Context: an optimization exercise on an open-source flow, tuned for small area and a short achievable clock period. The choices shown serve that exercise and are no tape-out recipe. Function was checked by simulation only, so behaviour that the tests miss may differ from the original. Power and IR drop assume default switching activity.

[flow/run.sh]
#!/bin/bash
# synth_recipe.tcl (not shown) runs the flow's synth.tcl, then flattens the netlist and writes it again
# the make line also repeats each setting of config.mk as NAME=value (left out here)
make -C /OpenROAD-flow-scripts/flow DESIGN_CONFIG=/design/flow/config.mk WORK_HOME=/design/flow/orfs CLKGATE_MAP_FILE= SYNTH_SCRIPT=/design/flow/synth_recipe.tcl finish
[flow/config.mk]
export PLATFORM = sky130hd
export DESIGN_NAME = stitch_top
export DESIGN_NICKNAME = stitch_top
export VERILOG_FILES = /design/flow/design.v
export SDC_FILE = /design/flow/constraint.sdc
export NUM_CORES = 4
export LEC_CHECK = 0
export CAP_MARGIN = 20
export CORE_MARGIN = 2
export CORE_UTILIZATION = 40
export CTS_CLUSTER_DIAMETER = 100
export CTS_CLUSTER_SIZE = 30
export SETUP_SLACK_MARGIN = 2.0
export SLEW_MARGIN = 20
[flow/constraint.sdc]
create_clock -name core_clock -period 4.0 [get_ports {hdmi_tx_pix_clk}]
set_input_delay 0.8000 -clock core_clock [delete_from_list [all_inputs] [get_ports {hdmi_tx_pix_clk}]]
set_output_delay 0.8000 -clock core_clock [all_outputs]
set_load 0.01 [all_outputs]
[flow/design.v]
package stitch_pkg;
    localparam int PIX_W = 24;   
    localparam int CAM_W = 16;   
    localparam int CH_W  = 8;    
    typedef enum logic [1:0]
    {
        PH_SYNC   = 2'd0,   
        PH_BACK   = 2'd1,   
        PH_ACTIVE = 2'd2,   
        PH_FRONT  = 2'd3    
    } raster_phase_t;
    typedef enum logic [1:0]
    {
        Q_CAM_L  = 2'd0,   
        Q_CAM_R  = 2'd1,   
        Q_HDMI_L = 2'd2,   
        Q_HDMI_R = 2'd3    
    } quad_t;
endpackage
module cam_capture
(
    input  logic        hdmi_tx_pix_clk,
    input  logic        reset,
    input  logic        cam_href,
    input  logic [7:0]  cam_data,
    output logic        cam_we,
    output logic [15:0] cam_word
);
    logic       lo_phase;
    logic [7:0] b1;   
    logic [7:0] b2;   
    always_ff @(posedge hdmi_tx_pix_clk)
    begin
        if (reset)
        begin
            lo_phase <= 1'b0;
            cam_we   <= 1'b0;
        end
        else
        begin
            cam_we   <= cam_href && lo_phase;
            lo_phase <= cam_href ? ~lo_phase : 1'b0;
        end
    end
    always_ff @(posedge hdmi_tx_pix_clk)
    begin
        b1 <= cam_data;
        b2 <= b1;
    end
    assign cam_word = {b2, b1};
endmodule
module tile_buffer
#(
    parameter int W   = 24,
    parameter int OFS = 0
)(
    input  logic            hdmi_tx_pix_clk,
    input  logic            reset,
    input  logic            frame_sync,
    input  logic            we,
    input  logic [W-1:0]    wr_pix,
    input  logic [2:0]      ph,
    output logic [16*W-1:0] taps   
);
    logic [W-1:0] ring [4][8];
    logic         sync_d;
    logic         sync_rise;
    logic [5:0]   wr_cnt;    
    logic         wr_en;
    logic [5:0]   cnt_nx;
    logic [7:0]   word_nx;
    logic [3:0]   row_nx;
    logic [7:0]   word_q;
    logic [7:0]   word_qn;
    logic [3:0]   row_q;
    logic [3:0]   row_qn;
    logic [W-1:0] ld [4][8];
    logic [W-1:0] ldn [4][8];
    assign sync_rise = frame_sync && !sync_d;
    assign wr_en     = we && !wr_cnt[5] && !sync_rise;
    always_comb
    begin
        if (reset)
        begin
            cnt_nx  = '0;
            word_nx = 8'(1) << 3'(OFS - 1);
        end
        else if (sync_rise)
        begin
            cnt_nx  = '0;
            word_nx = 8'(1) << (3'(OFS - 2) - ph);
        end
        else if (wr_en)
        begin
            cnt_nx  = wr_cnt + 1'b1;
            word_nx = (wr_cnt[2:0] == 3'd7) ? {word_q[0], word_q[7:1]} : word_q;
        end
        else
        begin
            cnt_nx  = wr_cnt;
            word_nx = {word_q[0], word_q[7:1]};
        end
        for (int r = 0; r < 4; r++)
            row_nx[r] = !cnt_nx[5] && (cnt_nx[4:3] == 2'(r));
    end
    always_ff @(posedge hdmi_tx_pix_clk)
    begin
        sync_d  <= !reset && frame_sync;
        wr_cnt  <= cnt_nx;
        word_q  <= word_nx;
        word_qn <= ~word_nx;
        row_q   <= row_nx;
        row_qn  <= ~row_nx;
    end
    always_comb
    begin
        for (int r = 0; r < 4; r++)
            for (int i = 0; i < 8; i++)
            begin
                ld[r][i]  = {W{we && !sync_rise && row_q[r] && word_q[i]}};
                ldn[r][i] = {W{!we || sync_rise || row_qn[r] || word_qn[i]}};
            end
    end
    always_ff @(posedge hdmi_tx_pix_clk)
    begin
        for (int r = 0; r < 4; r++)
            for (int i = 0; i < 8; i++)
                ring[r][i] <= ~((ring[r][(i + 1) % 8] | ld[r][i]) &
                                (((i % 2 == 1) ? wr_pix : ~wr_pix) | ldn[r][i]));
    end
    always_comb
    begin
        for (int r = 0; r < 4; r++)
            for (int t = 0; t < 4; t++)
                taps[(4 * r + t) * W +: W] = ring[r][2 * t];
    end
endmodule
module video_timing
(
    input  logic       hdmi_tx_pix_clk,
    input  logic       reset,
    output logic       hs,
    output logic       vs,
    output logic       de,
    output logic [2:0] ph,
    output logic [31:0] sel
);
    logic [4:0] hc;
    logic [4:0] vc;
    logic [1:0] tap;
    logic [4:0] hc_nx;
    logic [4:0] vc_nx;
    logic [1:0] tap_nx;
    logic       de_nx;
    always_comb
    begin
        hc_nx  = hc + 1'b1;
        vc_nx  = vc;
        tap_nx = tap;
        if (reset)
        begin
            hc_nx  = 5'd3;
            vc_nx  = 5'd3;
            tap_nx = 2'd0;
        end
        else if (hc == 5'd25)
        begin
            hc_nx = 5'd3;
            if (vc == 5'd16)
            begin
                vc_nx  = 5'd3;
                tap_nx = tap - 1'b1;
            end
            else
                vc_nx = vc + 1'b1;
        end
    end
    assign de_nx = (hc_nx >= 5'd8) && (hc_nx < 5'd24) && (vc_nx[4:3] == 2'b01);
    always_ff @(posedge hdmi_tx_pix_clk)
    begin
        hc  <= hc_nx;
        vc  <= vc_nx;
        tap <= tap_nx;
        ph  <= reset ? 3'd0 : ph + 1'b1;
        for (int k = 0; k < 32; k++)
            sel[k] <= de_nx && ({vc_nx[2], vc_nx[1:0], tap_nx} == 5'(k));
    end
    assign hs = (hc < 5'd5);
    assign vs = (vc == 5'd3);
    assign de = (hc >= 5'd8) && (hc < 5'd24) && (vc[4:3] == 2'b01);
endmodule
module quad_reader
(
    input  logic         hdmi_tx_pix_clk,
    input  logic         reset,
    input  logic         hs,
    input  logic         vs,
    input  logic         de,
    input  logic [31:0]  sel,         
    input  logic [255:0] cam_taps,    
    input  logic [383:0] hdmi_taps,   
    output logic         hdmi_tx_hs,
    output logic         hdmi_tx_vs,
    output logic         hdmi_tx_de,
    output logic [23:0]  hdmi_tx_data
);
    logic        hs_d1;
    logic        vs_d1;
    logic        de_d1;
    logic [23:0] pix_d1;
    logic [15:0] w;
    logic [23:0] hdmi_pix;
    always_comb
    begin
        w        = '0;
        hdmi_pix = '0;
        for (int r = 0; r < 4; r++)
            for (int t = 0; t < 4; t++)
            begin
                w        = w | ({16{sel[4 * r + t]}} & cam_taps[(4 * r + t) * 16 +: 16]);
                hdmi_pix = hdmi_pix | ({24{sel[16 + 4 * r + t]}} & hdmi_taps[(4 * r + t) * 24 +: 24]);
            end
    end
    always_ff @(posedge hdmi_tx_pix_clk)
    begin
        if (reset)
        begin
            hs_d1        <= 1'b0;
            vs_d1        <= 1'b0;
            de_d1        <= 1'b0;
            pix_d1       <= '0;
            hdmi_tx_hs   <= 1'b0;
            hdmi_tx_vs   <= 1'b0;
            hdmi_tx_de   <= 1'b0;
            hdmi_tx_data <= '0;
        end
        else
        begin
            hs_d1        <= hs;
            vs_d1        <= vs;
            de_d1        <= de;
            pix_d1       <= {w[15:11], w[15:13], w[10:5], w[10:9], w[4:0], w[4:2]} | hdmi_pix;
            hdmi_tx_hs   <= hs_d1;
            hdmi_tx_vs   <= vs_d1;
            hdmi_tx_de   <= de_d1;
            hdmi_tx_data <= pix_d1;
        end
    end
endmodule
module stitch_top
#(
    parameter int TILE_H  = 8,
    parameter int TILE_V  = 4,
    parameter int H_SYNC  = 2,
    parameter int H_BACK  = 3,
    parameter int H_FRONT = 2,
    parameter int V_SYNC  = 1,
    parameter int V_BACK  = 4,
    parameter int V_FRONT = 1
)(
    input  logic               hdmi_tx_pix_clk,
    input  logic               reset,
    input  logic               cam_vsync,
    input  logic               cam_href,
    input  logic [stitch_pkg::CAM_W/2-1:0] cam_data,
    input  logic               hdmi_rx_vs,
    input  logic               hdmi_rx_de,
    input  logic [stitch_pkg::PIX_W-1:0]   hdmi_rx_data,
    output logic               hdmi_tx_vs,
    output logic               hdmi_tx_hs,
    output logic               hdmi_tx_de,
    output logic [stitch_pkg::PIX_W-1:0]   hdmi_tx_data
);
    logic        cam_we;
    logic [15:0] cam_word;
    logic [255:0] cam_taps;
    logic [383:0] hdmi_taps;
    logic [2:0]  ph;
    logic [31:0] sel;
    logic        hs;
    logic        vs;
    logic        de;
    cam_capture i_cam_capture (
        .hdmi_tx_pix_clk (hdmi_tx_pix_clk),
        .reset           (reset),
        .cam_href        (cam_href),
        .cam_data        (cam_data),
        .cam_we          (cam_we),
        .cam_word        (cam_word)
    );
    tile_buffer #(.W(16), .OFS(0)) i_cam_buf (
        .hdmi_tx_pix_clk (hdmi_tx_pix_clk),
        .reset           (reset),
        .frame_sync      (cam_vsync),
        .we              (cam_we),
        .wr_pix          (cam_word),
        .ph              (ph),
        .taps            (cam_taps)
    );
    tile_buffer #(.W(24), .OFS(4)) i_hdmi_buf (
        .hdmi_tx_pix_clk (hdmi_tx_pix_clk),
        .reset           (reset),
        .frame_sync      (hdmi_rx_vs),
        .we              (hdmi_rx_de),
        .wr_pix          (hdmi_rx_data),
        .ph              (ph),
        .taps            (hdmi_taps)
    );
    video_timing i_video_timing (
        .hdmi_tx_pix_clk (hdmi_tx_pix_clk),
        .reset           (reset),
        .hs              (hs),
        .vs              (vs),
        .de              (de),
        .ph              (ph),
        .sel             (sel)
    );
    quad_reader i_quad_reader (
        .hdmi_tx_pix_clk (hdmi_tx_pix_clk),
        .reset           (reset),
        .hs              (hs),
        .vs              (vs),
        .de              (de),
        .sel             (sel),
        .cam_taps        (cam_taps),
        .hdmi_taps       (hdmi_taps),
        .hdmi_tx_hs      (hdmi_tx_hs),
        .hdmi_tx_vs      (hdmi_tx_vs),
        .hdmi_tx_de      (hdmi_tx_de),
        .hdmi_tx_data    (hdmi_tx_data)
    );
endmodule
==> results of run 1 <==
## synth_stat cells, types with 2 or more instances
library cell	instances
sky130_fd_sc_hd__nor4_1	32
sky130_fd_sc_hd__nor2b_1	34
sky130_fd_sc_hd__and3_1	84
sky130_fd_sc_hd__a22oi_1	161
sky130_fd_sc_hd__xnor2_1	10
sky130_fd_sc_hd__and2b_4	2
sky130_fd_sc_hd__o2bb2ai_1	640
sky130_fd_sc_hd__or3_1	33
sky130_fd_sc_hd__o22ai_1	644
sky130_fd_sc_hd__nand3_1	6
sky130_fd_sc_hd__o21ai_0	8
sky130_fd_sc_hd__nand4_1	35
sky130_fd_sc_hd__nor3b_1	4
sky130_fd_sc_hd__a221oi_1	80
sky130_fd_sc_hd__mux2i_1	23
sky130_fd_sc_hd__a211oi_1	15
sky130_fd_sc_hd__a211o_2	7
sky130_fd_sc_hd__buf_2	146
sky130_fd_sc_hd__nor2_1	45
sky130_fd_sc_hd__mux2_2	2
sky130_fd_sc_hd__buf_1	10
sky130_fd_sc_hd__ha_1	15
sky130_fd_sc_hd__and4_1	9
sky130_fd_sc_hd__dfxtp_1	1461
sky130_fd_sc_hd__a31oi_1	5
sky130_fd_sc_hd__nor3_1	41
sky130_fd_sc_hd__xor2_1	4
sky130_fd_sc_hd__a21o_1	2
sky130_fd_sc_hd__inv_1	11
sky130_fd_sc_hd__nand2_1	12
sky130_fd_sc_hd__nand2b_1	4
sky130_fd_sc_hd__clkbuf_1	350
sky130_fd_sc_hd__nor3_2	23
sky130_fd_sc_hd__a211o_1	7
sky130_fd_sc_hd__buf_4	10
sky130_fd_sc_hd__a22o_1	80
sky130_fd_sc_hd__a21oi_1	12
sky130_fd_sc_hd__a41oi_1	16
sky130_fd_sc_hd__or2_2	2
sky130_fd_sc_hd__inv_2	2
sky130_fd_sc_hd__o21a_1	2
sky130_fd_sc_hd__or4_1	4
sky130_fd_sc_hd__nor4_4	3
## through the flow
stage	std cells	setup WS, ps	total power, mW	cell area, sq um
after floorplan	4114	1900	16.8	48000
after global placement	5353	801	17.5	49200
after detailed placement	5353	787	17.5	49200
after CTS	5447	1930	24.7	51700
after global routing	5471	1920	25.4	52300
final	5474	1950	24.7	52300
## layout by cell type, fill, tap and decap left out, types with 44 or more instances in the layout
| master | instances |
|---|---|
| sky130_fd_sc_hd__dfxtp_1 | 1416 |
| sky130_fd_sc_hd__o22ai_1 | 641 |
| sky130_fd_sc_hd__o2bb2ai_1 | 640 |
| sky130_fd_sc_hd__a22oi_1 | 153 |
| sky130_fd_sc_hd__buf_4 | 139 |
| sky130_fd_sc_hd__a22o_1 | 80 |
| sky130_fd_sc_hd__a221oi_1 | 71 |
| sky130_fd_sc_hd__clkbuf_16 | 61 |
| sky130_fd_sc_hd__and3_1 | 50 |
| sky130_fd_sc_hd__nor2_1 | 44 |
## what timing repair did
item	4_1_cts	5_1_grt
hold buffers	0	0
hold endpoints to repair	0	0
setup endpoints to repair	1372	1007
gates resized for setup	310	113
pin swaps	17	13
buffers inserted	21	20
cloned	3	4
## flip-flops by register name (all words and copies together), names as in the netlist, 2 cells and up
register,cells
i_hdmi_buf.ring,768
i_cam_buf.ring,512
i_video_timing.sel,32
i_quad_reader.hdmi_tx_data,24
i_quad_reader.pix_d1,24
i_cam_buf.word_q,8
i_cam_buf.word_qn,8
i_cam_capture.b1,8
i_cam_capture.b2,8
i_hdmi_buf.word_q,8
i_hdmi_buf.word_qn,8
i_cam_buf.wr_cnt,6
i_hdmi_buf.wr_cnt,6
i_video_timing.hc,5
i_video_timing.vc,5
i_cam_buf.row_q,4
i_cam_buf.row_qn,4
i_hdmi_buf.row_q,4
i_hdmi_buf.row_qn,4
i_video_timing.ph,3
i_video_timing.tap,2
## layer usage
metal	up-vias	wire length, microns	track usage (%)
met4	8	17000	21.9
met3	731	17600	6.35
met1	18367	71100	36.7
li1	15497	-	-
met2	2136	82900	46.8
met5	-	60	0
## cell type report
type,count,share of cell area (%)
Tap cell,1536,3.67
Clock buffer,60,2.79
Inverter,13,0.100
Antenna cell,3,0.0144
Timing Repair Buffer,267,4.93
Sequential cell,1461,56.1
Multi-Input combinational cell,2124,32.1
Clock inverter,10,0.289
## logic make-up after synthesis
logic type	share of synthesized area [%]
mux	0.534
buf+inv	4.69
fa+ha+maj	0.397
flops	61.8
compound gates	27.2
simple gates	5.07
xor+xnor	0.259
## worst min path at each step
stage / slack [ps] / start / endpoint
6_report: 380 / i_hdmi_buf.ring[23][19] / i_hdmi_buf.ring[22][19]
5_1_grt: 390 / i_hdmi_buf.ring[23][19] / i_hdmi_buf.ring[22][19]
4_1_cts: 370 / i_hdmi_buf.ring[23][19] / i_hdmi_buf.ring[22][19]
3_5_place_dp: 390 / i_cam_buf.ring[5][10] / i_cam_buf.ring[4][10]
3_3_place_gp: 380 / i_cam_buf.ring[19][7] / i_cam_buf.ring[18][7]
2_1_floorplan: 380 / i_cam_buf.ring[1][0] / i_cam_buf.ring[0][0]
## where the power goes
group	switching [mW]	internal (mW)	leakage [nW]	total, mW
Sequential	0.694	15.5	13.1	16.2
Clock	4.70	2.70	0.781	7.40
Combinational	0.681	0.421	4.71	1.10
Total	6.07	18.6	18.5	24.7
==> run notes, run 1 <==
Outcome
The run finished with no timing, DRC or antenna violations.

Floorplanning
The count of standard-cell rows is 126. The area inside the core boundary is 118000 sq um. The effective utilization at floorplan is 40.2%. The die is 348 microns tall. The die area is 121000 sq um. Measured along the x axis, the die boundary spans 348 microns. The I/O pin total is 65.

STA
In this run the tightest slew margin relative to its limit is 23.0%. The aggregate negative setup slack is 0 ps. The worst slack on hold paths is 375 ps. The transition time of the tightest slew-check pin is 1150 ps.

Setup repair after global routing could not meet its margin everywhere. The clock tree skew after final layout is 49.4 ps. The maximum frequency from static timing analysis is 487 MHz. The number of slew-limit violations in the final report is 0. The portion of the clock cycle consumed by the worst path in the final layout is 51.3%. The time the worst path needs with I/O delays and setup is 2050 ps. The final-report hold violation count was 0. The total setup violations reported at the end of the flow is 0.

Synth
The post-synthesis cell type with the largest combined area is sky130_fd_sc_hd__dfxtp_1. Counting distinct cell types in the post-synthesis netlist gives 61. The share of synthesized registers carrying an async set or reset is 0%.

In this run, synthesis produced a sequential element count of 1461. The count of flip-flops with a built-in enable after synthesis is 0. Yosys attributes the largest share of cell area to sky130_fd_sc_hd__dfxtp_1 (62%), sky130_fd_sc_hd__o2bb2ai_1 (12%), sky130_fd_sc_hd__o22ai_1 (8.5%), sky130_fd_sc_hd__clkbuf_1 (2.8%), sky130_fd_sc_hd__a22oi_1 (2.6%). Summed over its instances, the top area cell type makes up 61.8% of the synthesized netlist area. Synthesis handed over a netlist of 4114 instances. Sequential elements use 61.8% of the synthesized area. The area of the mapped netlist is 47300 sq um.

The net count of the mapped netlist is 4167. The commonest register cell after synthesis is sky130_fd_sc_hd__dfxtp_1. During synthesis, Yosys emitted a total of 11 warnings. Averaged over all synthesized cells, the footprint is 11.5 sq um.

Global routing
The first global-routing pass estimated 261000 microns of wire. Global routing used 30.0% of the available tracks across all layers. Summed over all layers, the global routing overflow is 0.

The number of global-route vias before repair is 34711. The number of antenna violations at the first check in global routing came to 10. Entering global routing, the biggest net connects 58 pins.

Worst hold path
Counting instances, the worst hold path has a depth of 1. The type of the most critical hold path is flip-flop to flip-flop.

Cells and area
The final net count is 3977. The footprint of the multi-input gates is 16800 sq um. The fraction of final layout cells with drive strength greater than 1 is 13.8%. Registers take 29300 sq um. The post-synthesis to final-layout area growth is 10.6%.

Fill cells in the final layout number 10935. The fraction of the core area covered by cells at the end of the flow is 44.5%.

Placement
The congestion estimate from routability-driven global placement came to 0.964. After legalization and detailed placement, the total HPWL measured 118000 microns. The number of buffers inserted by port buffering is 64.

Worst setup path
The dominant delay contributor by cell family on the critical path is compound AO/OA/AOI/OAI gates. The endpoint identified for the worst register-to-register timing path is i_quad_reader.pix_d1[8]. The capture point of the worst path is i_quad_reader.pix_d1[8]. STA classifies the critical path startpoint as a flip-flop.

The critical path goes through a22o_1 > a221oi_2 > and4_4 > a41oi_1. The largest single stage delay on the critical path is 470 ps. In this run the number of cells on the critical path is 4. The number of cells on the worst reg-to-reg path is 4.

In this run the critical register-to-register path is launched from i_video_timing.sel[14]. The endpoint type of the worst setup path is a flip-flop. In this run the worst path has a maximum fanout of 9. The arrival time at the worst endpoint is 2630 ps. For the worst setup path, the data required time is 4580 ps. The cell with the largest stage delay on the worst path is sky130_fd_sc_hd__and4_4.

The setup path with the least slack is of type flip-flop to flip-flop. Tracing the worst setup path back leads to its startpoint at i_video_timing.sel[14]. The critical path contains buffers and inverters numbering 0 combined. The minimum setup slack among reg-to-reg paths is 1950 ps.

Detailed routing
After detailed routing, the number of remaining DRC violations is 0. The number of optimization iterations in the first detailed-route pass is 6. After the first detailed-routing iteration, the DRC count stood at 4564.

The total vias in the final route is 36739. The count of nets left with antenna violations after detail routing is 0. For this block, the routed nets add up to 189000 microns of wire. The average wire per standard cell is 34.5 microns. In the routed layout, each cell is associated on average with a via count of 6.71.

Power and ir drop
The static leakage is 18.5 nW. The power per standard cell area is 472 nW/um^2. The worst supply voltage drop on vdd is 377 uV.

Clock tree
The clock sink total is 1461. The H-tree was split into 2 levels. The clock edge transition at the registers on the reported setup and hold paths is 120 ps. The clock reaches the later pin of the worst-skew pair after 750 ps. No sink is reached through more buffers than the 3 on the longest clock path.

Buffers inserted during clock tree synthesis total 57. TritonCTS built the clock tree. CTS placed an instance of sky130_fd_sc_hd__clkbuf_16 at the clock tree root.

Run
The number of violations of the max-capacitance limit is 0.
==> run 2: changes to the inputs <==
--- a/flow/config.mk
+++ b/flow/config.mk
@@ -7,7 +7,7 @@
 export LEC_CHECK = 0
 export CAP_MARGIN = 20
 export CORE_MARGIN = 2
-export CORE_UTILIZATION = 40
+export CORE_UTILIZATION = 55
 export CTS_CLUSTER_DIAMETER = 100
 export CTS_CLUSTER_SIZE = 30
 export SETUP_SLACK_MARGIN = 2.0
==> run notes, run 2 <==
Worst setup path
STA classifies the critical path startpoint as a flip-flop. The largest fanout of any net on the critical path is 14 (+5). On the critical path, the stage with the largest delay is an instance of sky130_fd_sc_hd__dfxtp_2. Traced cell by cell, the critical path runs through buf_4 > a22o_1 > a221oi_1 > and3_1 > a41oi_1. The setup path with the least slack is of type flip-flop to flip-flop. The data required time of the critical path was 4550 ps (-30 ps).

The longest individual stage delay on the worst path is 710 ps (+240 ps). The arrival time at the worst endpoint is 2650 ps (+20 ps). STA classifies the critical path endpoint as a flip-flop.

Placement
The estimated wirelength of the detail-placed design came to 117000 microns (-0.51%). The last weighted congestion value of the routability-driven placer came to 1.00 (+4.2%). The count of placed standard cells including taps was 4931 (-7.9%). The number of buffers inserted by port buffering is 64 (unchanged).

Cells and area
The largest register by flop count is i_hdmi_buf.ring. The largest registers in the layout are i_hdmi_buf.ring (768), i_cam_buf.ring (512), i_video_timing.sel (32). The fraction of the core area covered by cells at the end of the flow came to 60.3% (+16 points). Leaving out fill and tap cells, the most frequent cell in the layout is sky130_fd_sc_hd__dfxtp_1. The post-synthesis to final-layout area growth is 8.57%.

The final net count is 3939 (-0.96%). The count of placed standard cells in the final layout, fillers left out came to 5040 (-7.9%). The flip-flop count of the largest register, all copies and words added is 768 (unchanged). The fraction of final layout cells with drive strength greater than 1 came to 12.7% (-1.1 points). The library cells used most frequently in the layout, excluding fill and tap cells, are sky130_fd_sc_hd__dfxtp_1 (1425), sky130_fd_sc_hd__o22ai_1 (640), sky130_fd_sc_hd__o2bb2ai_1 (640).

Synth
The sequential-to-total area share from yosys stat came to 61.8% (unchanged). The area of the mapped netlist came to 47300 sq um (unchanged). In the post-synthesis netlist, the cell with the most instances is sky130_fd_sc_hd__dfxtp_1. The count of state elements after synthesis is 1461 (unchanged).

The fraction of synthesized cell area taken by the top area cell type is 61.8% (unchanged). In the synthesized netlist the dominant register cell turns out to be sky130_fd_sc_hd__dfxtp_1. The average footprint of a synthesized cell is 11.5 sq um (unchanged). The instance count of the mapped netlist is 4114 (unchanged). By area the synthesized netlist is led by sky130_fd_sc_hd__dfxtp_1 (62%), sky130_fd_sc_hd__o2bb2ai_1 (12%), sky130_fd_sc_hd__o22ai_1 (8.5%), sky130_fd_sc_hd__clkbuf_1 (2.8%), sky130_fd_sc_hd__a22oi_1 (2.6%).

The net count of the mapped netlist is 4167 (unchanged). The count of flip-flops with a built-in enable after synthesis came to 0 (unchanged). Sorting the synthesized cells by how often they occur yields sky130_fd_sc_hd__dfxtp_1 (1461), sky130_fd_sc_hd__o22ai_1 (644), sky130_fd_sc_hd__o2bb2ai_1 (640). The total number of yosys warnings is 11 (unchanged). The share of synthesized registers carrying an async set or reset is 0% (unchanged). The number of different library cells in the post-synthesis netlist is 61 (unchanged). The biggest area contributor in the post-synthesis netlist is sky130_fd_sc_hd__dfxtp_1.

Floorplanning
The height of the die came to 297 microns (-15%). The die area is 88300 sq um (-27%). The effective utilization at floorplan was 55.5% (+15 points). The count of standard-cell rows is 107 (-15%). The I/O pin total came to 65 (unchanged). The area inside the core boundary was 85100 sq um (-28%). The width of the die is 297 microns (-15%).

Power and ir drop
The switching power as a share of total power is 24.1% (-0.53 points). The sequential share of power is 66.9% (+1.4 points). The static leakage is 18.3 nW (-1.4%). The part of the power in the clock network is 28.6% (-1.4 points). The switching power of the nets is 5.84 mW (-3.8%). The worst supply voltage drop on vdd is 393 uV (+4.3%). The fraction of power consumed by combinational cells was 4.5% (about the same). The total design power is 24.3 mW (-1.7%). The internal power contribution came to 18.4 mW (-1.0%). The power per standard cell area is 472 nW/um^2 (+0.12%).

STA
The transition time of the tightest slew-check pin is 1120 ps (-33.5 ps). The aggregate negative setup slack came to 0 ps (unchanged). The time the worst path needs with I/O delays and setup came to 2100 ps (+45.3 ps). The maximum frequency from static timing analysis was 477 MHz (-2.2%).

The number of slew-limit violations in the final report was 0 (unchanged). The clock tree skew after final layout came to 37.0 ps (-12.4 ps). The remaining max-slew budget at the tightest pin is 25.2% (+2.2 points).

The total setup violations reported at the end of the flow is 0 (unchanged). Setup repair after global routing could not meet its margin everywhere. The worst slack on hold paths is 385 ps (+9.15 ps).

The portion of the clock cycle consumed by the worst path in the final layout is 52.4% (+1.1 points). The final-report hold violation count was 0 (unchanged).

Run
The number of violations of the max-capacitance limit is 0 (unchanged).

Global routing
The number of global-route vias before repair was 36279 (+4.5%). The wire length of the first global-routing pass came to 270000 microns (+3.3%). The overall track demand over capacity in global routing is 42.5% (+12 points). The overflow left after global routing is 0 (unchanged). The maximum number of pins on one net before global-route repair is 41 (-29%). The number of antenna violations at the first check in global routing was 11 (+1).

Clock tree
The deepest clock path buffer count is 3 (unchanged). The TritonCTS buffer count is 54 (-5.3%). The clock edge transition at the registers on the reported setup and hold paths came to 120 ps (about the same). The master cell of the clock root buffer is sky130_fd_sc_hd__clkbuf_16. TritonCTS built the clock tree. The hold buffer count at cts is 0 (unchanged). The clock sink total came to 1461 (unchanged). The clock latency on the worst-skew pair came to 700 ps (-50 ps). The H-tree level count came to 2 (unchanged).

Detailed routing
The count of nets left with antenna violations after detail routing is 0 (unchanged). The total vias in the final route was 37432 (+1.9%). The per-cell via count in the routed design is 7.43 (+11%). The number of optimization iterations in the first detailed-route pass was 6 (unchanged). The total length of routed wires is 194000 microns (+3.0%). The remaining routing DRC violations came to 0 (unchanged).

The average wire per standard cell was 38.5 microns (+12%). The number of DRC markers after the initial detailed-route iteration is 4392 (-3.8%).

Worst hold path
The min-delay analysis places its worst path in the category flip-flop to flip-flop.

Outcome
The run finished with no timing, DRC or antenna violations.
[run 2: final timing paths]
check | from | endpoint | cells after the start | slack, ps
setup / recovery | i_video_timing.sel[23] | i_quad_reader.pix_d1[6] | 5 | 1900
hold / removal | i_hdmi_buf.ring[5][6] | i_hdmi_buf.ring[4][6] | 1 | 380
setup reg to reg | i_video_timing.sel[23] | i_quad_reader.pix_d1[6] | 5 | 1900
hold reg to reg | i_hdmi_buf.ring[5][6] | i_hdmi_buf.ring[4][6] | 1 | 380
[run 2: what timing repair did]
| item | 4_1_cts | 5_1_grt |
|---|---|---|
| gates resized for setup | 317 | 118 |
| gates cloned | 2 | 3 |
| pin swaps | 25 | 16 |
| endpoints found under the setup margin | 1391 | 1099 |
| setup buffers | 26 | 12 |
[run 2: worst max-delay path, delay by kind of cell, from the launching register on]
| kind | cells | cell delay, ps |
|---|---|---|
| buffers and inverters | 1 | 490 |
| and+or+nand+nor | 1 | 170 |
| DFF | 1 | 710 |
| AOI/OAI and AO/OA | 3 | 580 |
[run 2: layout make-up]
| type | instances | area (sq um) |
|---|---|---|
| fillers | 6915 | 33800 |
| flip-flops and latches | 1461 | 29300 |
| multi-input cells | 2124 | 16900 |
| repair buffers | 232 | 2210 |
| well taps | 1144 | 1430 |
| clock buffers | 54 | 1350 |
| clock inverters | 5 | 71.3 |
| inverters | 13 | 51.3 |
| diodes | 7 | 17.5 |
[run 2: logic make-up after synthesis]
family	synth area share, %
AND/OR/NAND/NOR	5.07
AO/OA/AOI/OAI	27.2
flip-flops	61.8
multiplexers	0.534
adder cells (fa/ha/maj)	0.397
XOR/XNOR	0.259
buffers and inverters	4.69
[run 2: power groups by stage]
stage	clock [mW]	sequential, mW	combinational [mW]
4_1_cts	6.89	16.2	1.06
6_report	6.94	16.2	1.09
3_3_place_gp	0	16.5	0.955
2_1_floorplan	0	16.1	0.730
3_5_place_dp	0	16.5	1.01
5_1_grt	7.41	16.3	1.18
[run 2: metrics by stage]
stage	area, sq um	setup slack [ps]
floorplan	48000	1900
global placement	48400	833
detailed placement	48400	830
CTS	50800	1890
global route	51300	1890
finish	51300	1900
[run 2: routing by layer]
layer	routed length, microns	track usage (%)
met2	85000	64.7
met4	20000	36.6
met1	68600	49.7
met5	76	0
met3	20500	11.4
==> run 3: changes to the inputs <==
==> flow/config.mk (replaced) <==
export PLATFORM = sky130hd
export DESIGN_NAME = stitch_top
export DESIGN_NICKNAME = stitch_top
export VERILOG_FILES = /design/flow/design.v
export SDC_FILE = /design/flow/constraint.sdc
export NUM_CORES = 4
export LEC_CHECK = 0
export CAP_MARGIN = 10
export CORE_MARGIN = 2
export CORE_UTILIZATION = 40
export CTS_CLUSTER_DIAMETER = 100
export CTS_CLUSTER_SIZE = 25
export SETUP_SLACK_MARGIN = 2.0
export SLEW_MARGIN = 10
==> run notes, run 3 <==
Outcome
The flow ran to the end and the layout has no timing, DRC or antenna violations.

Worst setup path
Traced cell by cell, the critical path runs through buf_12 > buf_4 > a221oi_2 > and4_4 > a41oi_2. The cell family contributing the most delay on the critical path is compound AO/OA/AOI/OAI gates. The minimum setup slack among reg-to-reg paths is 1910 ps (about the same). The launching element type of the critical path is a flip-flop. The largest fanout of any net on the critical path came to 9 (-5).

The arrival time at the worst endpoint is 2600 ps (-50 ps). The data required time of the critical path was 4510 ps (-40 ps). The buffering stage count on the worst path with inverters included was 2 (+1). The largest individual stage delay along the critical path comes from the cell sky130_fd_sc_hd__a221oi_2.

The endpoint type of the worst setup path is a flip-flop. The longest individual stage delay on the worst path is 500 ps (-210 ps). The critical path start-end classification is flip-flop to flip-flop.

STA
The final-report hold violation count is 0 (unchanged). The number of slew-limit violations in the final report is 0 (unchanged). The setup slack of the critical path after layout came to 1910 ps (+7.18 ps). The portion of the clock cycle consumed by the worst path in the final layout came to 52.2% (-0.18 points). The remaining max-slew budget at the tightest pin is 11.2% (-14 points). The clock tree skew after final layout is 36.7 ps (-0.293 ps). The total setup violations reported at the end of the flow is 0 (unchanged). The maximum frequency from static timing analysis came to 479 MHz (+0.34%). The time the worst path needs with I/O delays and setup is 2090 ps (-7.18 ps).

The transition time of the tightest slew-check pin is 1330 ps (+210 ps). The aggregate negative setup slack is 0 ps (unchanged). Setup repair after global routing could not meet its margin everywhere.

Cells and area
The library cell used most frequently in the layout, excluding fill and tap cells, is sky130_fd_sc_hd__dfxtp_1. The number of fill cells is 10952 (+58%). The largest registers in the layout are i_hdmi_buf.ring (768), i_cam_buf.ring (512), i_video_timing.sel (32).

The flip-flop count of the largest register, all copies and words added was 768 (unchanged). The fraction of final layout cells with drive strength greater than 1 is 13.9% (+1.2 points). The largest register by flop count is i_hdmi_buf.ring. Relative to the synthesized area, the layout overhead comes to 11.4%. In the layout the commonest cells are sky130_fd_sc_hd__dfxtp_1 (1424), sky130_fd_sc_hd__o22ai_1 (641), sky130_fd_sc_hd__o2bb2ai_1 (640). The final net count is 3999 (+1.5%).

Clock tree
The TritonCTS buffer count is 69 (+28%). The clock sink total is 1461 (unchanged). The clock latency on the worst-skew pair is 700 ps (about the same). The master cell of the clock root buffer is sky130_fd_sc_hd__clkbuf_16. The clock edge transition at the registers on the reported setup and hold paths is 100 ps (-20 ps). The clock tree from TritonCTS is built. The deepest clock path buffer count was 3 (unchanged).

The H-tree level count is 3 (+1).

Detailed routing
The number of DRC markers after the initial detailed-route iteration is 4189 (-4.6%). The number of optimization iterations in the first detailed-route pass is 6 (unchanged). The average wire per standard cell is 34.4 microns (-11%). The total vias in the final route is 36947 (-1.3%). The per-cell via count in the routed design is 6.72 (-9.5%).

The count of nets left with antenna violations after detail routing is 0 (unchanged). The total length of routed wires is 189000 microns (-2.6%). The remaining routing DRC violations is 0 (unchanged).

Floorplanning
The area inside the core boundary is 118000 sq um (+38%). The height of the die was 348 microns (+17%). The width of the die is 348 microns (+17%). The effective utilization at floorplan is 40.2% (-15 points). The I/O pin total came to 65 (unchanged). The die area is 121000 sq um (+37%). The count of standard-cell rows is 126 (+18%).

Placement
The number of buffers inserted by port buffering is 64 (unchanged). The last weighted congestion value of the routability-driven placer is 0.964 (-4.1%). The estimated wirelength of the detail-placed design was 118000 microns (+0.61%). The post-placement worst setup slack is 786 ps (-44.0 ps).

Global routing
The wire length of the first global-routing pass is 263000 microns (-2.6%). The number of antenna violations at the first check in global routing is 8 (-3). The maximum number of pins on one net before global-route repair is 58 (+41%).

The overflow left after global routing is 0 (unchanged). The number of global-route vias before repair is 34839 (-4.0%). The overall track demand over capacity in global routing is 30.3% (-12 points).

Synth
The share of synthesized registers carrying an async set or reset is 0% (unchanged). The fraction of synthesized cell area taken by the top area cell type is 61.8% (unchanged). The instance count of the mapped netlist is 4114 (unchanged). The count of state elements after synthesis is 1461 (unchanged). The total number of yosys warnings is 11 (unchanged). After synthesis, the most frequently instantiated cells are sky130_fd_sc_hd__dfxtp_1 (1461), sky130_fd_sc_hd__o22ai_1 (644), sky130_fd_sc_hd__o2bb2ai_1 (640). The area of the mapped netlist is 47300 sq um (unchanged). The net count of the mapped netlist is 4167 (unchanged). The average footprint of a synthesized cell is 11.5 sq um (unchanged). The count of flip-flops with a built-in enable after synthesis is 0 (unchanged). The post-synthesis cell type with the largest combined area is sky130_fd_sc_hd__dfxtp_1. The sequential-to-total area share from yosys stat is 61.8% (unchanged).

Sorting the synthesized cells by area gives the leading types as sky130_fd_sc_hd__dfxtp_1 (62%), sky130_fd_sc_hd__o2bb2ai_1 (12%), sky130_fd_sc_hd__o22ai_1 (8.5%), sky130_fd_sc_hd__clkbuf_1 (2.8%), sky130_fd_sc_hd__a22oi_1 (2.6%). Among all flip-flop cells after synthesis, the most frequent one is sky130_fd_sc_hd__dfxtp_1. The number of different library cells in the post-synthesis netlist came to 61 (unchanged). The cell with the most instances after synthesis is sky130_fd_sc_hd__dfxtp_1.

Worst hold path
The min-delay analysis places its worst path in the category flip-flop to flip-flop.

Run
The number of violations of the max-capacitance limit is 0 (unchanged).

Power and ir drop
The fraction of power consumed by combinational cells was 4.4% (about the same). The power per standard cell area is 481 nW/um^2 (+1.7%). The worst supply voltage drop on vdd came to 341 uV (-13%). The internal power contribution came to 19.2 mW (+4.2%). The switching power of the nets came to 6.12 mW (+4.8%). The part of the power in the clock network is 31.8% (+3.2 points). The static leakage is 18.7 nW (+2.2%). The switching power as a share of total power is 24.2% (+0.11 points).

The sequential share of power is 63.9% (-3.0 points).
-- run 3: per-stage QoR --
stage	util (%)	cells	power [mW]	hold WS (ps)	area (sq um)
2_1_floorplan	-	4114	16.8	382	48000
3_3_place_gp	41.8	5353	17.5	382	49200
4_1_cts	44.3	5471	25.3	393	52100
5_1_grt	44.8	5494	26.0	403	52700
3_5_place_dp	41.8	5353	17.5	388	49200
6_report	44.8	5497	25.3	383	52700
-- run 3: kinds of logic (layout without fill, tap and decap cells) --
group,count (synthesis),after routing,synth area share (%)
AOI/OAI and AO/OA,1687,1687,27.2
DFF,1461,1461,61.8
buffers and inverters,530,373,4.69
and+or+nand+nor,382,383,5.07
muxes,25,25,0.534
adders and majority gates,15,15,0.397
xor gates and xnor gates,14,14,0.259
other,0,3,0
-- run 3: final timing paths --
check / startpoint / end / depth (start not counted)
max: i_video_timing.sel[4] / i_quad_reader.pix_d1[21] / 5
min: i_hdmi_buf.ring[23][6] / i_hdmi_buf.ring[22][6] / 1
max reg2reg: i_video_timing.sel[4] / i_quad_reader.pix_d1[21] / 5
min reg2reg: i_hdmi_buf.ring[23][6] / i_hdmi_buf.ring[22][6] / 1
-- run 3: power by group through the flow --
stage                     Combinational (mW)  Clock, mW  Sequential (mW)
after floorplan                        0.730          0             16.1
after global placement                 0.991          0             16.5
after detailed placement                1.02          0             16.5
after CTS                               1.08       8.07             16.2
after global routing                    1.20       8.57             16.2
final                                   1.10       8.04             16.2
-- run 3: area by class of cell --
cell class	count	area, sq um	area share, %
clock buffer	73	1810	3.43
clock inverter	10	93.8	0.178
inverter	13	56.3	0.107
tap	1536	1920	3.65
multi-input combinational	2124	16900	32.1
antenna	3	7.51	0.0143
timing repair buffer	277	2550	4.84
sequential	1461	29300	55.7
-- run 3: metal layers --
metal	wire length, microns	global-route usage, %	vias to the layer above	share of wire, %
li1	-	-	15531	-
met1	72000	37.1	18427	38
met2	82800	46.6	2259	44
met3	17500	6.56	724	9.3
met4	16800	22.9	6	8.9
met5	34	0	-	0.018
-- run 3: repair_timing --
item	in CTS	in global routing
cloned	6	0
pin swaps	21	14
endpoints found under the setup margin	1389	381
hold buffers	0	0
resized for setup	315	82
buffers inserted	29	23
==> run 4: changes to the inputs <==
--- a/flow/design.v
+++ b/flow/design.v
@@ -24,11 +24,14 @@
     input  logic        cam_href,
     input  logic [7:0]  cam_data,
     output logic        cam_we,
-    output logic [15:0] cam_word
+    output logic [15:0] cam_word,
+    output logic [15:0] cam_word_n   
 );
     logic       lo_phase;
     logic [7:0] b1;   
     logic [7:0] b2;   
+    logic [7:0] b1n;
+    logic [7:0] b2n;
     always_ff @(posedge hdmi_tx_pix_clk)
     begin
         if (reset)
@@ -44,10 +47,13 @@
     end
     always_ff @(posedge hdmi_tx_pix_clk)
     begin
-        b1 <= cam_data;
-        b2 <= b1;
+        b1  <= cam_data;
+        b2  <= b1;
+        b1n <= ~cam_data;
+        b2n <= b1n;
     end
-    assign cam_word = {b2, b1};
+    assign cam_word   = {b2, b1};
+    assign cam_word_n = {b2n, b1n};
 endmodule
 module tile_buffer
 #(
@@ -59,6 +65,7 @@
     input  logic            frame_sync,
     input  logic            we,
     input  logic [W-1:0]    wr_pix,
+    input  logic [W-1:0]    wr_pix_n,   
     input  logic [2:0]      ph,
     output logic [16*W-1:0] taps   
 );
@@ -126,7 +133,7 @@
         for (int r = 0; r < 4; r++)
             for (int i = 0; i < 8; i++)
                 ring[r][i] <= ~((ring[r][(i + 1) % 8] | ld[r][i]) &
-                                (((i % 2 == 1) ? wr_pix : ~wr_pix) | ldn[r][i]));
+                                (((i % 2 == 1) ? wr_pix : wr_pix_n) | ldn[r][i]));
     end
     always_comb
     begin
@@ -273,6 +280,7 @@
 );
     logic        cam_we;
     logic [15:0] cam_word;
+    logic [15:0] cam_word_n;
     logic [255:0] cam_taps;
     logic [383:0] hdmi_taps;
     logic [2:0]  ph;
@@ -286,7 +294,8 @@
         .cam_href        (cam_href),
         .cam_data        (cam_data),
         .cam_we          (cam_we),
-        .cam_word        (cam_word)
+        .cam_word        (cam_word),
+        .cam_word_n      (cam_word_n)
     );
     tile_buffer #(.W(16), .OFS(0)) i_cam_buf (
         .hdmi_tx_pix_clk (hdmi_tx_pix_clk),
@@ -294,6 +303,7 @@
         .frame_sync      (cam_vsync),
         .we              (cam_we),
         .wr_pix          (cam_word),
+        .wr_pix_n        (cam_word_n),
         .ph              (ph),
         .taps            (cam_taps)
     );
@@ -303,6 +313,7 @@
         .frame_sync      (hdmi_rx_vs),
         .we              (hdmi_rx_de),
         .wr_pix          (hdmi_rx_data),
+        .wr_pix_n        (~hdmi_rx_data),
         .ph              (ph),
         .taps            (hdmi_taps)
     );
==> flow/config.mk (replaced) <==
export PLATFORM = sky130hd
export DESIGN_NAME = stitch_top
export DESIGN_NICKNAME = stitch_top
export VERILOG_FILES = /design/flow/design.v
export SDC_FILE = /design/flow/constraint.sdc
export NUM_CORES = 4
export LEC_CHECK = 0
export CAP_MARGIN = 20
export CORE_MARGIN = 2
export CORE_UTILIZATION = 40
export CTS_CLUSTER_DIAMETER = 100
export CTS_CLUSTER_SIZE = 30
export SETUP_SLACK_MARGIN = 2.0
export SLEW_MARGIN = 20
==> run notes, run 4 <==
Power and ir drop
The sequential share of power came to 66.1% (+2.2 points). The power per standard cell area is 478 nW/um^2 (-0.63%). The switching power as a share of total power is 24.0% (-0.20 points). The total design power was 24.6 mW (-2.7%). The internal power contribution came to 18.7 mW (-2.4%). The part of the power in the clock network is 29.9% (-1.9 points). The worst supply voltage drop on vdd is 485 uV (+42%). The switching power of the nets is 5.91 mW (-3.5%). The fraction of power consumed by combinational cells was 4.1% (-0.3 points). The static leakage was 18.8 nW (+0.39%).

Run
The number of violations of the max-capacitance limit is 0 (unchanged).

Synth
Among all flip-flop cells after synthesis, the most frequent one is sky130_fd_sc_hd__dfxtp_1. The commonest cells after synthesis are sky130_fd_sc_hd__dfxtp_1 (1477), sky130_fd_sc_hd__o22ai_1 (898), sky130_fd_sc_hd__nand2_1 (396). The cell with the most instances after synthesis is sky130_fd_sc_hd__dfxtp_1. The area of the mapped netlist is 46900 sq um (-0.74%). The number of different library cells in the post-synthesis netlist is 59 (-3.3%). The total number of yosys warnings is 11 (unchanged). The fraction of synthesized cell area taken by the top area cell type is 63.0% (+1.1 points). The count of state elements after synthesis is 1477 (+1.1%).

The instance count of the mapped netlist was 4549 (+11%). The net count of the mapped netlist came to 4602 (+10%). The average footprint of a synthesized cell came to 10.3 sq um (-10%). The count of flip-flops with a built-in enable after synthesis was 0 (unchanged). Of all cell types, the one taking the most synthesized area is sky130_fd_sc_hd__dfxtp_1. The share of synthesized registers carrying an async set or reset was 0% (unchanged). Ranked by total cell area, the synthesized netlist is headed by sky130_fd_sc_hd__dfxtp_1 (63%), sky130_fd_sc_hd__o22ai_1 (12%), sky130_fd_sc_hd__o21ai_0 (3.6%), sky130_fd_sc_hd__nand2_1 (3.2%), sky130_fd_sc_hd__a22oi_1 (3.1%). The sequential-to-total area share from yosys stat is 63.0% (+1.1 points).

Worst setup path
The slowest stage of the critical path is the sky130_fd_sc_hd__dfxtp_2 cell. The endpoint identified for the worst register-to-register timing path is i_quad_reader.pix_d1[14]. The data required time of the critical path was 4560 ps (+50 ps). In this run the worst setup path begins at i_video_timing.sel[24]. The worst setup path is launched from a flip-flop.

The number of cells on the worst reg-to-reg path is 5 (unchanged). The buffering stage count on the worst path with inverters included is 1 (-1). The minimum setup slack among reg-to-reg paths came to 1850 ps (-60 ps). The largest fanout of any net on the critical path was 15 (+6). The critical path goes through buf_4 > a22o_1 > a221oi_1 > and3_1 > a41oi_1. The longest individual stage delay on the worst path is 620 ps (+120 ps). Among cell families on the critical path, the largest total delay comes from compound AO/OA/AOI/OAI gates. The worst setup path is captured at a flip-flop. The arrival time at the worst endpoint is 2710 ps (+110 ps). The worst reg2reg path startpoint is i_video_timing.sel[24]. The critical path start-end classification is flip-flop to flip-flop.

STA
The maximum frequency from static timing analysis is 465 MHz (-2.9%). The aggregate negative setup slack came to 0 ps (unchanged). The transition time of the tightest slew-check pin was 1130 ps (-198 ps). Setup repair after global routing could not meet its margin everywhere. The clock tree skew after final layout is 45.1 ps (+8.41 ps). The total setup violations reported at the end of the flow is 0 (unchanged).

The final-report hold violation count is 0 (unchanged). The remaining max-slew budget at the tightest pin was 24.7% (+14 points). The time the worst path needs with I/O delays and setup came to 2150 ps (+62.6 ps). The setup slack of the critical path after layout was 1850 ps (-62.6 ps). The worst slack on hold paths came to 401 ps (+18.5 ps). The number of slew-limit violations in the final report is 0 (unchanged). The portion of the clock cycle consumed by the worst path in the final layout is 53.8% (+1.6 points).

Detailed routing
The per-cell via count in the routed design is 6.50 (-3.2%). The number of optimization iterations in the first detailed-route pass came to 6 (unchanged). The remaining routing DRC violations was 0 (unchanged). The total vias in the final route was 38417 (+4.0%). The average wire per standard cell came to 31.8 microns (-7.7%). The number of DRC markers after the initial detailed-route iteration is 4922 (+17%).

The count of nets left with antenna violations after detail routing was 0 (unchanged). The total length of routed wires is 188000 microns (-0.80%).

Placement
The post-placement worst setup slack was 643 ps (-143 ps). The placed standard-cell area is 48900 sq um (-0.55%). The number of buffers inserted by port buffering is 64 (unchanged). The estimated wirelength of the detail-placed design is 116000 microns (-1.6%).

The last weighted congestion value of the routability-driven placer is 0.927 (-3.9%).

Global routing
The number of antenna violations at the first check in global routing is 8 (unchanged). The maximum number of pins on one net before global-route repair is 54 (-6.9%). The number of global-route vias before repair came to 35564 (+2.1%). The overall track demand over capacity in global routing is 29.9% (-0.37 points). The overflow left after global routing is 0 (unchanged).

The wire length of the first global-routing pass is 261000 microns (-0.71%).

Cells and area
The fraction of final layout cells with drive strength greater than 1 is 11.8% (-2.1 points). The area growth from synthesis to layout is 9.86%. The summed area of non-filler cells in the final layout came to 51600 sq um (-2.1%). The final net count is 4424 (+11%). The flip-flop count of the largest register, all copies and words added is 768 (unchanged). The largest register by flop count is i_hdmi_buf.ring. The largest registers in the layout are i_hdmi_buf.ring (768), i_cam_buf.ring (512), i_video_timing.sel (32). The leading cell type in the layout, fill and taps excluded is sky130_fd_sc_hd__dfxtp_1. Leaving out fill and tap cells, the most frequent cells in the layout are sky130_fd_sc_hd__dfxtp_1 (1431), sky130_fd_sc_hd__o22ai_1 (898), sky130_fd_sc_hd__nand2_1 (393).

Clock tree
The TritonCTS buffer count is 57 (-17%). The clock latency on the worst-skew pair is 730 ps (+30 ps). The root buffer cell chosen for the clock tree is sky130_fd_sc_hd__clkbuf_16. The deepest clock path buffer count is 3 (unchanged). The clock tree from TritonCTS is built. The clock sink total is 1477 (+1.1%). The clock edge transition at the registers on the reported setup and hold paths came to 110 ps (about the same). The H-tree level count is 2 (-1).

Worst hold path
The terminating pin of the worst hold path is i_cam_buf.ring[4][6]. The type of the most critical hold path is flip-flop to flip-flop. The instance count along the most critical hold path is 1 (unchanged). In this run the most critical hold path is launched from i_cam_buf.ring[5][6].

Floorplanning
The effective utilization at floorplan is 40.3% (+0.13 points). The die area came to 120000 sq um (-0.73%). The height of the die is 347 microns (-0.37%). The I/O pin total is 65 (unchanged). The width of the die is 347 microns (-0.37%).

The area inside the core boundary came to 116000 sq um (-1.1%). The count of standard-cell rows is 125 (-0.79%).

Outcome
The flow ran to the end and the layout has no timing, DRC or antenna violations.
-- run 4: layer usage --
metal	routed length, microns	part of all wire [%]	GRT usage (%)
met5	42	0.022	0
met2	83200	44	46.6
met1	70200	37	36.9
met3	19600	10	7.05
met4	14500	7.7	19.6
-- run 4: repair_timing --
action	CTS	global route
gates cloned	2	3
hold buffers	0	0
resized for setup	249	92
setup buffers	9	27
setup endpoints to repair	1393	376
pin swaps	9	13
-- run 4: layout make-up --
cell class              instances  area [sq um]
multi-input cells            2523         15900
well taps                    1524          1910
clock inverters                 9           139
clock buffers                  59          1440
diodes                          3          7.51
repair buffers                290          2460
fillers                     11137         64800
flip-flops and latches       1477         29700
inverters                      22          86.3
-- run 4: worst reg2reg max path, cell delays in order, from the launching register on --
cell and delay (ps):
sky130_fd_sc_hd__dfxtp_2 620, sky130_fd_sc_hd__buf_4 450, sky130_fd_sc_hd__a22o_1 210, sky130_fd_sc_hd__a221oi_1 50
sky130_fd_sc_hd__and3_1 170, sky130_fd_sc_hd__a41oi_1 520
-- run 4: how the worst max path moves through the flow --
stage	endpoint	slack, ps	cells past startpoint
2_1_floorplan	i_cam_buf.word_qn[0]	1950	7
3_3_place_gp	i_hdmi_buf.ring[24][1]	690	6
3_5_place_dp	i_hdmi_buf.ring[24][2]	640	6
4_1_cts	i_quad_reader.pix_d1[8]	1870	5
5_1_grt	i_video_timing.sel[5]	1880	8
6_report	i_quad_reader.pix_d1[14]	1850	5
-- run 4: cells by family after synthesis --
| kind of cell | after synthesis | share of synthesized area (%) |
|---|---|---|
| and+or+nand+nor | 786 | 8.27 |
| DFF | 1477 | 63.0 |
| buffers and inverters | 554 | 4.85 |
| xor gates and xnor gates | 14 | 0.261 |
| adders and majority gates | 15 | 0.400 |
| AOI/OAI and AO/OA | 1682 | 22.8 |
| muxes | 21 | 0.450 |
-- run 4: power by group through the flow --
stage / clock network [mW] / logic (mW) / registers (mW)
6_report: 7.35 / 1.00 / 16.3
3_3_place_gp: 0 / 0.904 / 16.6
5_1_grt: 7.87 / 1.10 / 16.4
3_5_place_dp: 0 / 0.942 / 16.6
4_1_cts: 7.37 / 0.960 / 16.3
2_1_floorplan: 0 / 0.749 / 16.3
-- run 4: per-stage QoR --
stage / util [%] / cells
after floorplan: - / 4549
after global placement: 42.0 / 5795
after detailed placement: 42.0 / 5795
after CTS: 43.8 / 5874
after global routing: 44.3 / 5906
final: 44.3 / 5907
==> run 5: changes to the inputs <==
--- a/flow/config.mk
+++ b/flow/config.mk
@@ -7,8 +7,8 @@
 export LEC_CHECK = 0
 export CAP_MARGIN = 20
 export CORE_MARGIN = 2
-export CORE_UTILIZATION = 40
+export CORE_UTILIZATION = 45
 export CTS_CLUSTER_DIAMETER = 100
 export CTS_CLUSTER_SIZE = 30
-export SETUP_SLACK_MARGIN = 2.0
+export SETUP_SLACK_MARGIN = 2.1
 export SLEW_MARGIN = 20
==> run notes, run 5 <==
Cells and area
The count of placed standard cells in the final layout, fillers left out came to 5782 (-2.1%). The final net count is 4441 (+0.38%). In the final layout, the registers with the most flip-flops are i_hdmi_buf.ring (768), i_cam_buf.ring (512), i_video_timing.sel (32). The flip-flop count of the largest register, all copies and words added came to 768 (unchanged). The footprint of the multi-input gates was 16000 sq um (+0.83%). The storage element area is 29700 sq um (+0.11%). The summed area of non-filler cells in the final layout is 51800 sq um (+0.45%). i_hdmi_buf.ring holds more flip-flops than any other register.

The leading cell type in the layout, fill and taps excluded is sky130_fd_sc_hd__dfxtp_1. The number of fill cells is 9361 (-16%). The fraction of final layout cells with drive strength greater than 1 is 12.1% (+0.30 points). The top cell types in the final layout, fill and taps aside, are sky130_fd_sc_hd__dfxtp_1 (1425), sky130_fd_sc_hd__o22ai_1 (898), sky130_fd_sc_hd__nand2_1 (392).

The post-synthesis to final-layout area growth is 10.4%.

Worst setup path
The worst setup path is of the flip-flop to output port kind. The worst setup path is captured at an output port. The launching element type of the critical path is a flip-flop. The longest individual stage delay on the worst path was 390 ps (-230 ps).

The slowest stage of the critical path is the sky130_fd_sc_hd__dfxtp_2 cell. The data required time of the critical path is 3200 ps (-1360 ps). The dominant delay contributor by cell family on the critical path is flip-flops. The largest fanout of any net on the critical path is 1 (-14). The arrival time at the worst endpoint is 1220 ps (-1490 ps). The minimum setup slack among reg-to-reg paths is 2020 ps (+170 ps).

The signal on the critical path passes through buf_6. The buffering stage count on the worst path with inverters included came to 1 (unchanged).

Floorplanning
The die area is 107000 sq um (-11%). The count of standard-cell rows is 118 (-5.6%). The effective utilization at floorplan came to 45.4% (+5.0 points). The I/O pin total is 65 (unchanged). The height of the die is 327 microns (-5.7%).

The area inside the core boundary is 103000 sq um (-11%). The width of the die is 327 microns (-5.7%).

Global routing
The number of antenna violations at the first check in global routing came to 14 (+6). The overall track demand over capacity in global routing is 35.0% (+5.1 points). The maximum number of pins on one net before global-route repair came to 102 (+89%). The number of global-route vias before repair came to 36405 (+2.4%). The wire length of the first global-routing pass is 269000 microns (+3.3%). The overflow left after global routing is 0 (unchanged).

Synth
The XOR/XNOR share of the synthesized area was 0.261% (unchanged). The combinational family with the most area after synthesis is compound AO/OA/AOI/OAI gates. The area fraction in and, or, nand and nor cells after synthesis is 8.27% (unchanged). In the synthesized netlist, the cells that appear most often are sky130_fd_sc_hd__dfxtp_1 (1477), sky130_fd_sc_hd__o22ai_1 (898), sky130_fd_sc_hd__nand2_1 (396). After synthesis, the cell types taking the most area are sky130_fd_sc_hd__dfxtp_1 (63%), sky130_fd_sc_hd__o22ai_1 (12%), sky130_fd_sc_hd__o21ai_0 (3.6%), sky130_fd_sc_hd__nand2_1 (3.2%), sky130_fd_sc_hd__a22oi_1 (3.1%). The commonest register cell after synthesis is sky130_fd_sc_hd__dfxtp_1. The average footprint of a synthesized cell is 10.3 sq um (unchanged). The post-synthesis cell type with the largest combined area is sky130_fd_sc_hd__dfxtp_1. The count of state elements after synthesis is 1477 (unchanged). The sequential-to-total area share from yosys stat is 63.0% (unchanged). The cell with the most instances after synthesis is sky130_fd_sc_hd__dfxtp_1. The compound-gate portion of the synthesized area is 22.8% (unchanged).

The share of synthesized registers carrying an async set or reset is 0% (unchanged). The adder and majority gate portion of the synthesized area is 0.400% (unchanged). The multiplexer fraction of the synthesized cell area is 0.450% (unchanged). The instance count of the mapped netlist is 4549 (unchanged). The count of flip-flops with a built-in enable after synthesis is 0 (unchanged). The number of different library cells in the post-synthesis netlist came to 59 (unchanged). The net count of the mapped netlist is 4602 (unchanged). The total number of yosys warnings was 11 (unchanged). The fraction of synthesized cell area taken by the top area cell type is 63.0% (unchanged). The area of the mapped netlist is 46900 sq um (unchanged).

STA
The maximum frequency from static timing analysis was 495 MHz (+6.6%). The remaining max-slew budget at the tightest pin is 25.6% (+0.91 points). The setup slack of the critical path after layout is 1980 ps (+133 ps). The time the worst path needs with I/O delays and setup is 2020 ps (-133 ps). Setup repair after global routing could not meet its margin everywhere. The total setup violations reported at the end of the flow is 0 (unchanged). The transition time of the tightest slew-check pin is 1110 ps (-17.1 ps). The number of slew-limit violations in the final report is 0 (unchanged).

The final-report hold violation count is 0 (unchanged). The clock tree skew after final layout came to 32.0 ps (-13.2 ps). The aggregate negative setup slack came to 0 ps (unchanged).

The portion of the clock cycle consumed by the worst path in the final layout is 50.5% (-3.3 points).

Placement
The placed standard-cell area is 48800 sq um (-0.19%). The last weighted congestion value of the routability-driven placer is 0.917 (-1.0%). The estimated wirelength of the detail-placed design is 114000 microns (-1.6%). The post-placement worst setup slack is 726 ps (+83.0 ps). The number of buffers inserted by port buffering is 64 (unchanged).

The count of placed standard cells including taps is 5651 (-2.5%).

Power and ir drop
The static leakage came to 18.9 nW (+0.71%). The worst supply voltage drop on vdd was 483 uV (-0.31%). The power per standard cell area is 474 nW/um^2 (-0.66%).

Clock tree
The TritonCTS buffer count came to 56 (-1.8%). The H-tree level count is 2 (unchanged). The clock latency on the worst-skew pair is 720 ps (about the same).

The master cell of the clock root buffer is sky130_fd_sc_hd__clkbuf_16. The clock tree from TritonCTS is built. The deepest clock path buffer count is 3 (unchanged). The clock edge transition at the registers on the reported setup and hold paths is 110 ps (about the same).

The clock sink total is 1477 (unchanged). The hold buffer count at cts came to 0 (unchanged).

Detailed routing
The number of optimization iterations in the first detailed-route pass is 5 (-1). The number of DRC markers after the initial detailed-route iteration is 5489 (+12%). The total length of routed wires came to 195000 microns (+3.7%). The remaining routing DRC violations is 0 (unchanged). The per-cell via count in the routed design is 6.71 (+3.2%). The average wire per standard cell is 33.7 microns (+6.0%). The total vias in the final route is 38791 (+0.97%). The count of nets left with antenna violations after detail routing is 0 (unchanged).

Run
The number of violations of the max-capacitance limit is 0 (unchanged).

Worst hold path
The type of the most critical hold path is flip-flop to flip-flop.

Outcome
The flow ran to the end and the layout has no timing, DRC or antenna violations.
run 5: final cells by class:
cell class                 count  area share, %
sequential                  1477           57.3
multi-input combinational   2526           30.9
timing repair buffer         305           5.33
tap                         1380           3.33
clock buffer                  57           2.75
inverter                      22          0.176
clock inverter                 7          0.162
antenna                        8         0.0386
run 5: cell families after synthesis:
group           Yosys count
fa+ha+maj                15
simple gates            786
buf+inv                 554
compound gates         1682
xor+xnor                 14
mux                      21
flops                  1477
run 5: power breakdown:
group / internal, mW / switching (mW) / total [mW]
Combinational: 0.422 / 0.605 / 1.03
Sequential: 15.6 / 0.658 / 16.3
Clock: 2.61 / 4.64 / 7.25
run 5: per-stage QoR:
step / power [mW] / utilization, % / hold WS [ps]
2_1_floorplan: 17.0 / - / 329
3_3_place_gp: 17.5 / 47.2 / 388
3_5_place_dp: 17.5 / 47.2 / 394
4_1_cts: 24.5 / 49.4 / 403
5_1_grt: 25.3 / 50.0 / 415
6_report: 24.6 / 50.1 / 402
run 5: layer usage:
| layer | global-route usage (%) | share of wire [%] |
|---|---|---|
| met3 | 10.1 | 12 |
| met1 | 43.2 | 37 |
| met4 | 24.0 | 8.5 |
| met5 | 0 | 0.023 |
| met2 | 52.9 | 43 |
run 5: what timing repair did:
item	in CTS	in global routing
setup endpoints to repair	1400	143
cloned	5	3
pin swaps	13	19
gates resized for setup	293	91
buffers inserted	16	35
endpoints found under the hold margin	0	0
run 5: worst reg2reg max path: cells and delay by family (launching register included):
| family | cells | cell delay (ps) |
|---|---|---|
| DFF | 1 | 740 |
| AOI/OAI and AO/OA | 2 | 480 |
| buffers and inverters | 1 | 410 |
| and+or+nand+nor | 1 | 220 |
run 5: final timing paths:
kind / cells past startpoint / startpoint / to
worst min register to register: 1 / i_cam_buf.ring[1][6] / i_cam_buf.ring[0][6]
worst max-delay path: 1 / i_quad_reader.hdmi_tx_data[12] / hdmi_tx_data[12]
worst max register to register: 4 / i_video_timing.sel[31] / i_quad_reader.pix_d1[23]
worst min-delay path: 1 / i_cam_buf.ring[1][6] / i_cam_buf.ring[0][6]
==> run 6: changes to the inputs <==
==> flow/config.mk (replaced) <==
export PLATFORM = sky130hd
export DESIGN_NAME = stitch_top
export DESIGN_NICKNAME = stitch_top
export VERILOG_FILES = /design/flow/design.v
export SDC_FILE = /design/flow/constraint.sdc
export NUM_CORES = 4
export LEC_CHECK = 0
export CAP_MARGIN = 10
export CORE_MARGIN = 2
export CORE_UTILIZATION = 40
export CTS_CLUSTER_DIAMETER = 100
export CTS_CLUSTER_SIZE = 30
export SETUP_SLACK_MARGIN = 2.1
export SLEW_MARGIN = 10
==> run notes, run 6 <==
Cells and area
In the final layout, the registers with the most flip-flops are i_hdmi_buf.ring (768), i_cam_buf.ring (512), i_video_timing.sel (32). The fraction of final layout cells with drive strength greater than 1 is 11.9% (-0.18 points). The top cell types in the final layout, fill and taps aside, are sky130_fd_sc_hd__dfxtp_1 (1421), sky130_fd_sc_hd__o22ai_1 (898), sky130_fd_sc_hd__nand2_1 (393). The flip-flop count of the largest register, all copies and words added is 768 (unchanged).

The leading cell type in the layout, fill and taps excluded is sky130_fd_sc_hd__dfxtp_1. The post-synthesis to final-layout area growth is 11.0%. More flip-flops sit in one register than any other, and that register is i_hdmi_buf.ring.

Global routing
The maximum number of pins on one net before global-route repair is 102 (unchanged). The wire length of the first global-routing pass is 264000 microns (-2.0%). The overflow left after global routing is 0 (unchanged).

Synth
The post-synthesis cell type with the largest combined area is sky130_fd_sc_hd__dfxtp_1. The fraction of synthesized cell area taken by the top area cell type is 63.0% (unchanged). The commonest register cell after synthesis is sky130_fd_sc_hd__dfxtp_1.

The number of different library cells in the post-synthesis netlist is 59 (unchanged). The sequential-to-total area share from yosys stat is 63.0% (unchanged). The area of the mapped netlist is 46900 sq um (unchanged).

The instance count of the mapped netlist is 4549 (unchanged). In the synthesized netlist, the cells that appear most often are sky130_fd_sc_hd__dfxtp_1 (1477), sky130_fd_sc_hd__o22ai_1 (898), sky130_fd_sc_hd__nand2_1 (396). The total number of yosys warnings is 11 (unchanged). The count of flip-flops with a built-in enable after synthesis was 0 (unchanged). The net count of the mapped netlist came to 4602 (unchanged).

The share of synthesized registers carrying an async set or reset is 0% (unchanged). The count of state elements after synthesis is 1477 (unchanged). Yosys instantiated no cell more often than sky130_fd_sc_hd__dfxtp_1.

Detailed routing
The total vias in the final route is 38782 (-0.023%). The per-cell via count in the routed design is 6.57 (-2.1%). The average wire per standard cell is 32.3 microns (-4.1%). The count of nets left with antenna violations after detail routing is 0 (unchanged).

The number of DRC markers after the initial detailed-route iteration is 5495 (+0.11%). The number of optimization iterations in the first detailed-route pass is 7 (+2). The remaining routing DRC violations is 0 (unchanged).

The total length of routed wires is 190000 microns (-2.1%).

Clock tree
The clock sink total is 1477 (unchanged). The H-tree level count is 2 (unchanged). TritonCTS built the clock tree. The clock edge transition at the registers on the reported setup and hold paths is 120 ps (about the same). The deepest clock path buffer count is 3 (unchanged). The root buffer cell chosen for the clock tree is sky130_fd_sc_hd__clkbuf_16.

STA
Setup repair after global routing could not meet its margin everywhere. The total setup violations reported at the end of the flow is 0 (unchanged). The maximum frequency from static timing analysis is 488 MHz (-1.4%).

The time the worst path needs with I/O delays and setup is 2050 ps (+29.4 ps). The final-report hold violation count is 0 (unchanged). The transition time of the tightest slew-check pin was 1240 ps (+127 ps). The portion of the clock cycle consumed by the worst path in the final layout was 51.2% (+0.73 points). The remaining max-slew budget at the tightest pin is 17.1% (-8.5 points). The aggregate negative setup slack is 0 ps (unchanged). The number of slew-limit violations in the final report is 0 (unchanged).

Worst setup path
The launching element type of the critical path is a flip-flop. The cell depth of the worst setup path came to 1 (unchanged). The largest fanout of any net on the critical path is 1 (unchanged). The cell family contributing the most delay on the critical path is flip-flops. The endpoint type of the worst setup path is an output port. The number of cells on the worst reg-to-reg path is 7 (+3). The cell with the largest stage delay on the worst path is sky130_fd_sc_hd__dfxtp_4.

The data required time of the critical path came to 3200 ps (about the same). Walking the worst path, the cells encountered are buf_6. The critical path start-end classification is flip-flop to output port.

The buffering stage count on the worst path with inverters included is 1 (unchanged).

Outcome
The flow ran to the end and the layout has no timing, DRC or antenna violations.

Power and ir drop
The static leakage was 18.8 nW (-0.59%). The total design power was 24.5 mW (-0.24%). The power per standard cell area was 471 nW/um^2 (-0.78%).

Run
The number of violations of the max-capacitance limit is 0 (unchanged).

Placement
The last weighted congestion value of the routability-driven placer is 0.937 (+2.1%). The estimated wirelength of the detail-placed design is 112000 microns (-1.9%).

Floorplanning
The I/O pin total came to 65 (unchanged). The effective utilization at floorplan is 40.3% (-5.0 points). The height of the die is 347 microns (+6.0%).

The count of standard-cell rows came to 125 (+5.9%).

Worst hold path
The instance count along the most critical hold path came to 1 (unchanged).
[run 6: layer usage]
layer | global-route usage [%] | vias up | share of wire [%]
li1 | - | 16375 | -
met1 | 38.0 | 19019 | 38
met2 | 46.0 | 2611 | 43
met3 | 7.97 | 773 | 11
met4 | 18.9 | 4 | 7.3
met5 | 0 | - | 0.013
[run 6: what timing repair did]
action | 4_1_cts | 5_1_grt
gates resized for setup | 296 | 138
cloned | 5 | 3
endpoints found under the setup margin | 1399 | 339
setup buffers | 17 | 32
pin swaps | 7 | 19
[run 6: kinds of logic (layout without fill, tap and decap cells)]
group | Yosys count | after routing | synth area share (%)
buf+inv | 554 | 374 | 4.85
xor+xnor | 14 | 14 | 0.261
flops | 1477 | 1477 | 63.0
compound gates | 1682 | 1682 | 22.8
other cells | 0 | 4 | 0
simple gates | 786 | 792 | 8.27
mux | 21 | 21 | 0.450
fa+ha+maj | 15 | 15 | 0.400
[run 6: final cells by class]
class | instances | area [sq um]
diodes | 4 | 10.0
fillers | 10941 | 64300
flip-flops and latches | 1477 | 29700
multi-input cells | 2524 | 16100
well taps | 1524 | 1910
repair buffers | 288 | 2760
inverters | 22 | 91.3
clock buffers | 56 | 1400
clock inverters | 8 | 113
[run 6: where the power goes]
group          internal, mW  switching, mW
Combinational         0.430          0.612
Clock                  2.58           4.64
Sequential             15.6          0.612
[run 6: worst paths after layout]
| path | start | end | slack (ps) |
|---|---|---|---|
| worst max-delay path | i_quad_reader.hdmi_tx_data[12] | hdmi_tx_data[12] | 1950 |
| worst min-delay path | i_cam_buf.ring[29][15] | i_cam_buf.ring[28][15] | 400 |
| worst max register to register | i_video_timing.hc[0] | i_video_timing.sel[2] | 2030 |
| worst min register to register | i_cam_buf.ring[29][15] | i_cam_buf.ring[28][15] | 400 |
[run 6: per-stage QoR]
stage | area, sq um | std cells | hold slack [ps] | worst slack [ps] | utilization [%]
finish | 52100 | 5903 | 396 | 1950 | 44.8
global route | 52100 | 5901 | 407 | 1940 | 44.8
CTS | 51100 | 5864 | 401 | 1940 | 43.9
detailed placement | 48800 | 5778 | 394 | 791 | 42.0
global placement | 48800 | 5778 | 389 | 843 | 42.0
floorplan | 47700 | 4549 | 329 | 1950 | -
